This design comes from an exercise in tuning for small area, a short achievable clock period and few clock cycles per item on the open sky130 flow, not from production work. Only simulation tests tie the RTL to the original design; equivalence was not proved. Power figures rest on the tool's default switching activity, not on a simulated workload.

==> inputs of job 376 <==
==> flow/design.v <==
module data_memory_ctrl (
  input  logic        clk,
  input  logic        rst,
  input  logic        req_valid,
  output logic        req_ready,
  input  logic        req_we,
  input  logic [2:0]  req_funct3,
  input  logic [31:0] req_addr,
  input  logic [31:0] req_wdata,
  output logic        rsp_valid,
  output logic [31:0] rsp_rdata,
  output logic        rsp_err
);
  logic        illegal, misalign, out_of_range, fault;
  logic [3:0]  be;
  logic [31:0] wlanes;
  always_comb begin
    be       = 4'b0000;
    wlanes   = req_wdata;
    misalign = 1'b0;
    illegal  = 1'b0;
    case (req_funct3)
      3'b000, 3'b100: begin
        be      = 4'b0001 << req_addr[1:0];
        wlanes  = {4{req_wdata[7:0]}};
        illegal = req_we && req_funct3[2];
      end
      3'b001, 3'b101: begin
        be       = req_addr[1] ? 4'b1100 : 4'b0011;
        wlanes   = {2{req_wdata[15:0]}};
        misalign = req_addr[0];
        illegal  = req_we && req_funct3[2];
      end
      3'b010: begin
        be       = 4'b1111;
        misalign = |req_addr[1:0];
      end
      default: illegal = 1'b1;
    endcase
    out_of_range = |req_addr[31:8];
    fault        = illegal || misalign || out_of_range;
  end
  logic        ready_q;
  logic        v1_q;        
  logic        err1_q;      
  logic        ld1_q;       
  logic [3:0]  wbe1_q;      
  logic [63:0] sel1_q;      
  logic [1:0]  off1_q;
  logic [2:0]  f31_q;
  logic [31:0] wd1_q;
  wire accept = req_valid && ready_q;
  always_ff @(posedge clk) begin
    if (rst) begin
      ready_q <= 1'b0;
      v1_q    <= 1'b0;
      wbe1_q  <= 4'b0000;
    end else begin
      ready_q <= 1'b1;
      v1_q    <= accept;
      wbe1_q  <= (accept && !fault && req_we) ? be : 4'b0000;
    end
  end
  always_ff @(posedge clk) begin
    err1_q <= fault;
    ld1_q  <= !fault && !req_we;
    sel1_q <= 64'b1 << req_addr[7:2];
    off1_q <= req_addr[1:0];
    f31_q  <= req_funct3;
    wd1_q  <= wlanes;
  end
  assign req_ready = ready_q;
  logic [31:0] mem_q [64];
  logic [63:0] wsel_n;
  logic [3:0]  wbe_n;
  logic [3:0]  we_lane [64];
  assign wsel_n = ~sel1_q;
  assign wbe_n  = ~wbe1_q;
  for (genvar w = 0; w < 64; w++) begin : g_we
    for (genvar b = 0; b < 4; b++) begin : g_lane
      dm_nor2 u_we (.a(wsel_n[w]), .b(wbe_n[b]), .y(we_lane[w][b]));
    end
  end
  always_ff @(posedge clk) begin
    for (int w = 0; w < 64; w++) begin
      for (int b = 0; b < 4; b++) begin
        if (we_lane[w][b]) mem_q[w][8*b +: 8] <= wd1_q[8*b +: 8];
      end
    end
  end
  logic [31:0] word;
  for (genvar b = 0; b < 32; b++) begin : g_rd
    logic [21:0] grp_n;
    for (genvar g = 0; g < 21; g++) begin : g_ao3
      dm_aoi222 u_ao (
        .d ({mem_q[3*g+2][b], mem_q[3*g+1][b], mem_q[3*g][b]}),
        .s (sel1_q[3*g+2 -: 3]),
        .yn(grp_n[g])
      );
    end
    dm_nand2 u_nd63 (.a(mem_q[63][b]), .b(sel1_q[63]), .y(grp_n[21]));
    assign word[b] = ~&grp_n;
  end
  logic        v2_q, err2_q, ld2_q;
  logic [1:0]  off2_q;
  logic [2:0]  f32_q;
  logic [31:0] word2_q;
  always_ff @(posedge clk) begin
    if (rst) v2_q <= 1'b0;
    else     v2_q <= v1_q;
  end
  always_ff @(posedge clk) begin
    err2_q  <= err1_q;
    ld2_q   <= ld1_q;
    off2_q  <= off1_q;
    f32_q   <= f31_q;
    word2_q <= word;
  end
  logic [31:0] shifted, load_val;
  always_comb begin
    shifted = word2_q >> {off2_q, 3'b000};
    case (f32_q)
      3'b000:  load_val = {{24{shifted[7]}}, shifted[7:0]};
      3'b100:  load_val = {24'h000000, shifted[7:0]};
      3'b001:  load_val = {{16{shifted[15]}}, shifted[15:0]};
      3'b101:  load_val = {16'h0000, shifted[15:0]};
      default: load_val = word2_q;
    endcase
  end
  logic        rsp_valid_q, rsp_err_q;
  logic [31:0] rsp_rdata_q;
  always_ff @(posedge clk) begin
    if (rst) rsp_valid_q <= 1'b0;
    else     rsp_valid_q <= v2_q;
  end
  always_ff @(posedge clk) begin
    rsp_err_q   <= err2_q;
    rsp_rdata_q <= ld2_q ? load_val : 32'h0;
  end
  assign rsp_valid = rsp_valid_q;
  assign rsp_rdata = rsp_rdata_q;
  assign rsp_err   = rsp_err_q;
endmodule
module dm_aoi222 (
  input  logic [2:0] d,
  input  logic [2:0] s,
  output logic       yn
);
  assign yn = ~|(d & s);
endmodule
module dm_nand2 (
  input  logic a,
  input  logic b,
  output logic y
);
  assign y = ~(a & b);
endmodule
module dm_nor2 (
  input  logic a,
  input  logic b,
  output logic y
);
  assign y = ~(a | b);
endmodule
==> flow/run.sh <==
#!/bin/bash
# synth_recipe.tcl (not shown) runs the flow's synth.tcl, then flattens the netlist and writes it again
# the make line also repeats each setting of config.mk as NAME=value (left out here)
make -C /OpenROAD-flow-scripts/flow DESIGN_CONFIG=/design/flow/config.mk WORK_HOME=/design/flow/orfs CLKGATE_MAP_FILE= SYNTH_SCRIPT=/design/flow/synth_recipe.tcl finish
==> flow/config.mk <==
export PLATFORM = sky130hd
export DESIGN_NAME = data_memory_ctrl
export DESIGN_NICKNAME = data_memory_ctrl
export VERILOG_FILES = /design/flow/design.v
export SDC_FILE = /design/flow/constraint.sdc
export NUM_CORES = 4
export LEC_CHECK = 0
export ABC_CLOCK_PERIOD_IN_PS = 2500
export CAP_MARGIN = 20
export CORE_MARGIN = 2
export CORE_UTILIZATION = 70
export CTS_CLUSTER_SIZE = 30
export SETUP_SLACK_MARGIN = 3.0
export SLEW_MARGIN = 20
export SYNTH_HIERARCHICAL = 1
==> flow/constraint.sdc <==
create_clock -name core_clock -period 5.5 [get_ports {clk}]
set_input_delay 1.1000 -clock core_clock [delete_from_list [all_inputs] [get_ports {clk}]]
set_output_delay 1.1000 -clock core_clock [all_outputs]
set_load 0.01 [all_outputs]
==> job 9305 (differences from job 376) <==
==> flow/design.v, changed modules only <==
module data_memory_ctrl (
  input  logic        clk,
  input  logic        rst,
  input  logic        req_valid,
  output logic        req_ready,
  input  logic        req_we,
  input  logic [2:0]  req_funct3,
  input  logic [31:0] req_addr,
  input  logic [31:0] req_wdata,
  output logic        rsp_valid,
  output logic [31:0] rsp_rdata,
  output logic        rsp_err
);
  logic        illegal, misalign, out_of_range, fault;
  logic [3:0]  be;
  logic [31:0] wlanes;
  always_comb begin
    be       = 4'b0000;
    wlanes   = req_wdata;
    misalign = 1'b0;
    illegal  = 1'b0;
    case (req_funct3)
      3'b000, 3'b100: begin
        be      = 4'b0001 << req_addr[1:0];
        wlanes  = {4{req_wdata[7:0]}};
        illegal = req_we && req_funct3[2];
      end
      3'b001, 3'b101: begin
        be       = req_addr[1] ? 4'b1100 : 4'b0011;
        wlanes   = {2{req_wdata[15:0]}};
        misalign = req_addr[0];
        illegal  = req_we && req_funct3[2];
      end
      3'b010: begin
        be       = 4'b1111;
        misalign = |req_addr[1:0];
      end
      default: illegal = 1'b1;
    endcase
    out_of_range = |req_addr[31:8];
    fault        = illegal || misalign || out_of_range;
  end
  logic        ready_q;
  logic        v1_q;        
  logic        err1_q;      
  logic        ld1_q;       
  logic [3:0]  wbe1_q;      
  logic [63:0] sel1_q;      
  logic [1:0]  off1_q;
  logic [2:0]  f31_q;
  logic [31:0] wd1_q;
  wire accept = req_valid && ready_q;
  logic phase_q;
  always_ff @(posedge clk) phase_q <= ~phase_q;
  always_ff @(posedge clk) begin
    if (rst) begin
      ready_q <= 1'b0;
      v1_q    <= 1'b0;
      wbe1_q  <= 4'b0000;
    end else begin
      ready_q <= 1'b1;
      v1_q    <= accept;
      wbe1_q  <= (accept && !fault && req_we) ? be : 4'b0000;
    end
  end
  always_ff @(posedge clk) begin
    err1_q <= fault;
    ld1_q  <= !fault && !req_we;
    sel1_q <= 64'b1 << req_addr[7:2];
    off1_q <= req_addr[1:0];
    f31_q  <= req_funct3;
    wd1_q  <= wlanes ^ {32{~phase_q}};    
  end
  assign req_ready = ready_q;
  logic [31:0] mem_q [64];
  logic [63:0] wsel_n;
  logic [3:0]  wbe_n;
  logic [3:0]  we_lane [64];
  logic [3:0]  hold_lane [64];
  assign wsel_n = ~sel1_q;
  assign wbe_n  = ~wbe1_q;
  for (genvar w = 0; w < 64; w++) begin : g_we
    for (genvar b = 0; b < 4; b++) begin : g_lane
      dm_nor2  u_we (.a(wsel_n[w]), .b(wbe_n[b]), .y(we_lane[w][b]));
      dm_nand2 u_hd (.a(sel1_q[w]), .b(wbe1_q[b]), .y(hold_lane[w][b]));
    end
  end
  logic [31:0] mem_d [64];
  for (genvar w = 0; w < 64; w++) begin : g_nx
    for (genvar i = 0; i < 32; i++) begin : g_bit
      dm_oai22 u_nx (
        .a1(mem_q[w][i]), .a2(we_lane[w][i / 8]),
        .b1(hold_lane[w][i / 8]), .b2(wd1_q[i]),
        .y (mem_d[w][i])
      );
    end
  end
  always_ff @(posedge clk) begin
    for (int w = 0; w < 64; w++) mem_q[w] <= mem_d[w];
  end
  logic [31:0] word;
  for (genvar b = 0; b < 32; b++) begin : g_rd
    logic [21:0] grp_n;
    for (genvar g = 0; g < 21; g++) begin : g_ao3
      dm_aoi222 u_ao (
        .d ({mem_q[3*g+2][b], mem_q[3*g+1][b], mem_q[3*g][b]}),
        .s (sel1_q[3*g+2 -: 3]),
        .yn(grp_n[g])
      );
    end
    dm_nand2 u_nd63 (.a(mem_q[63][b]), .b(sel1_q[63]), .y(grp_n[21]));
    logic [7:0] l1;
    logic [2:0] l2_n;
    for (genvar k = 0; k < 6; k++) begin : g_l1
      dm_nand3 u_n3 (.a(grp_n[3*k]), .b(grp_n[3*k+1]), .c(grp_n[3*k+2]), .y(l1[k]));
    end
    dm_nand2 u_n2a (.a(grp_n[18]), .b(grp_n[19]), .y(l1[6]));
    dm_nand2 u_n2b (.a(grp_n[20]), .b(grp_n[21]), .y(l1[7]));
    dm_nor3  u_r0 (.a(l1[0]), .b(l1[1]), .c(l1[2]), .y(l2_n[0]));
    dm_nor3  u_r1 (.a(l1[3]), .b(l1[4]), .c(l1[5]), .y(l2_n[1]));
    dm_nor2  u_r2 (.a(l1[6]), .b(l1[7]), .y(l2_n[2]));
    dm_nand3 u_w  (.a(l2_n[0]), .b(l2_n[1]), .c(l2_n[2]), .y(word[b]));
  end
  logic        v2_q, err2_q, ld2_q;
  logic [1:0]  off2_q;
  logic [2:0]  f32_q;
  logic [31:0] word2_q;
  always_ff @(posedge clk) begin
    if (rst) v2_q <= 1'b0;
    else     v2_q <= v1_q;
  end
  always_ff @(posedge clk) begin
    err2_q  <= err1_q;
    ld2_q   <= ld1_q;
    off2_q  <= off1_q;
    f32_q   <= f31_q;
    word2_q <= word;
  end
  logic [31:0] shifted, load_val, word3;
  assign word3 = word2_q ^ {32{~phase_q}};
  always_comb begin
    shifted = word3 >> {off2_q, 3'b000};
    case (f32_q)
      3'b000:  load_val = {{24{shifted[7]}}, shifted[7:0]};
      3'b100:  load_val = {24'h000000, shifted[7:0]};
      3'b001:  load_val = {{16{shifted[15]}}, shifted[15:0]};
      3'b101:  load_val = {16'h0000, shifted[15:0]};
      default: load_val = word3;
    endcase
  end
  logic        rsp_valid_q, rsp_err_q;
  logic [31:0] rsp_rdata_q;
  always_ff @(posedge clk) begin
    if (rst) rsp_valid_q <= 1'b0;
    else     rsp_valid_q <= v2_q;
  end
  always_ff @(posedge clk) begin
    rsp_err_q   <= err2_q;
    rsp_rdata_q <= ld2_q ? load_val : 32'h0;
  end
  assign rsp_valid = rsp_valid_q;
  assign rsp_rdata = rsp_rdata_q;
  assign rsp_err   = rsp_err_q;
endmodule
module dm_nand3 (
  input  logic a,
  input  logic b,
  input  logic c,
  output logic y
);
  assign y = ~(a & b & c);
endmodule
module dm_nor3 (
  input  logic a,
  input  logic b,
  input  logic c,
  output logic y
);
  assign y = ~(a | b | c);
endmodule
module dm_oai22 (
  input  logic a1,
  input  logic a2,
  input  logic b1,
  input  logic b2,
  output logic y
);
  assign y = ~((a1 | a2) & (b1 | b2));
endmodule
==> flow/flow/run.sh (new file) <==
#!/bin/bash
set -euo pipefail
bash standard.sh \
  MATCH_CELL_FOOTPRINT=0 \
  "BUFFER_PORTS_ARGS=-buffer_cell sky130_fd_sc_hd__buf_2" \
  "CTS_ARGS=-sink_clustering_enable -repair_clock_nets -sink_clustering_size 25 -sink_clustering_max_diameter 120 -dont_use_dummy_load" \
  finish > flow_make.log 2>&1
==> flow/standard.sh (new file) <==
#!/bin/bash
# synth_recipe.tcl (not shown) runs the flow's synth.tcl, then flattens the netlist and writes it again
# the make line also repeats each setting of config.mk as NAME=value (left out here)
make -C /OpenROAD-flow-scripts/flow DESIGN_CONFIG=/design/flow/config.mk WORK_HOME=/design/flow/orfs CLKGATE_MAP_FILE= SYNTH_SCRIPT=/design/flow/synth_recipe.tcl "${@:-finish}"
- CTS_CLUSTER_DIAMETER: not set -> 120
- CTS_CLUSTER_SIZE: 30 -> 25
- SETUP_SLACK_MARGIN: 3.0 -> 3.5
removed: flow/run.sh
==> run notes <==
item	job 9305	job 376
Number of global-route vias before repair	58100	42400
Layout Cell Area excl Fill	79200 um^2	86900 um^2
Crit path capture type	output port	register
Synthesized area per cell	11.2 um^2	20.1 um^2
Fraction of met2 tracks used by global routing	0.632	0.585
Sequential cells	2232	2231
Post-detailed-placement half-perimeter wirelength	156000 um	128000 um
Clock group share of total power	0.312	0.399
Required time of the critical path	4.40 ns	6.14 ns
Deepest level of the CTS H-tree	3	4
Number of tap cells added at floorplan	1368	1414
Multi-input gate count	4025	1475
Run status	complete, no violations	complete, no violations
Placeable Area	101000 um^2	109000 um^2
Clock Latency Late Sink	0.72 ns	0.81 ns
Layout net count	6771	4295
Initial antenna violation count	8	11
# fillers	6747	5439
Area taken by flip-flops and latches	45000 um^2	65200 um^2
Pre-CTS WS	2.06 ns	2.29 ns
Testbench counts of job 376, summed over its fixed seeds: cycles 12,024, items 12,000.
Testbench counts of job 9305, summed over its fixed seeds: cycles 12,024, items 12,000.

afterwards: timing with drivers on the ports:
The results above use ideal ports. As a check the final layouts listed here were re-extracted and re-timed, cells and wires unchanged.
Step 1 assumes that a clkbuf_16 drives the clock port and a buf_2 every other input.
Step 2 times the ports against the registers' clock, not the clock port: input delays grow and output delays shrink by t, the midpoint of the rising clock arrivals with the driver on.
Slacks: ideal / step 1 / step 2; pairs: ideal / step 1.
run | t (ns) | setup slack, ns | worst setup path after step 2
job 376 | 0.865 | 2.761 / 2.761 / 2.447 | input to register
job 9305 | 0.791 | 3.105 / 3.022 / 2.820 | input to register
After both steps setup and hold are still met in every run listed. For job 376, which loses most, drivers alone change the setup slack by 0.000 ns; drivers and shift together by -0.314 ns.
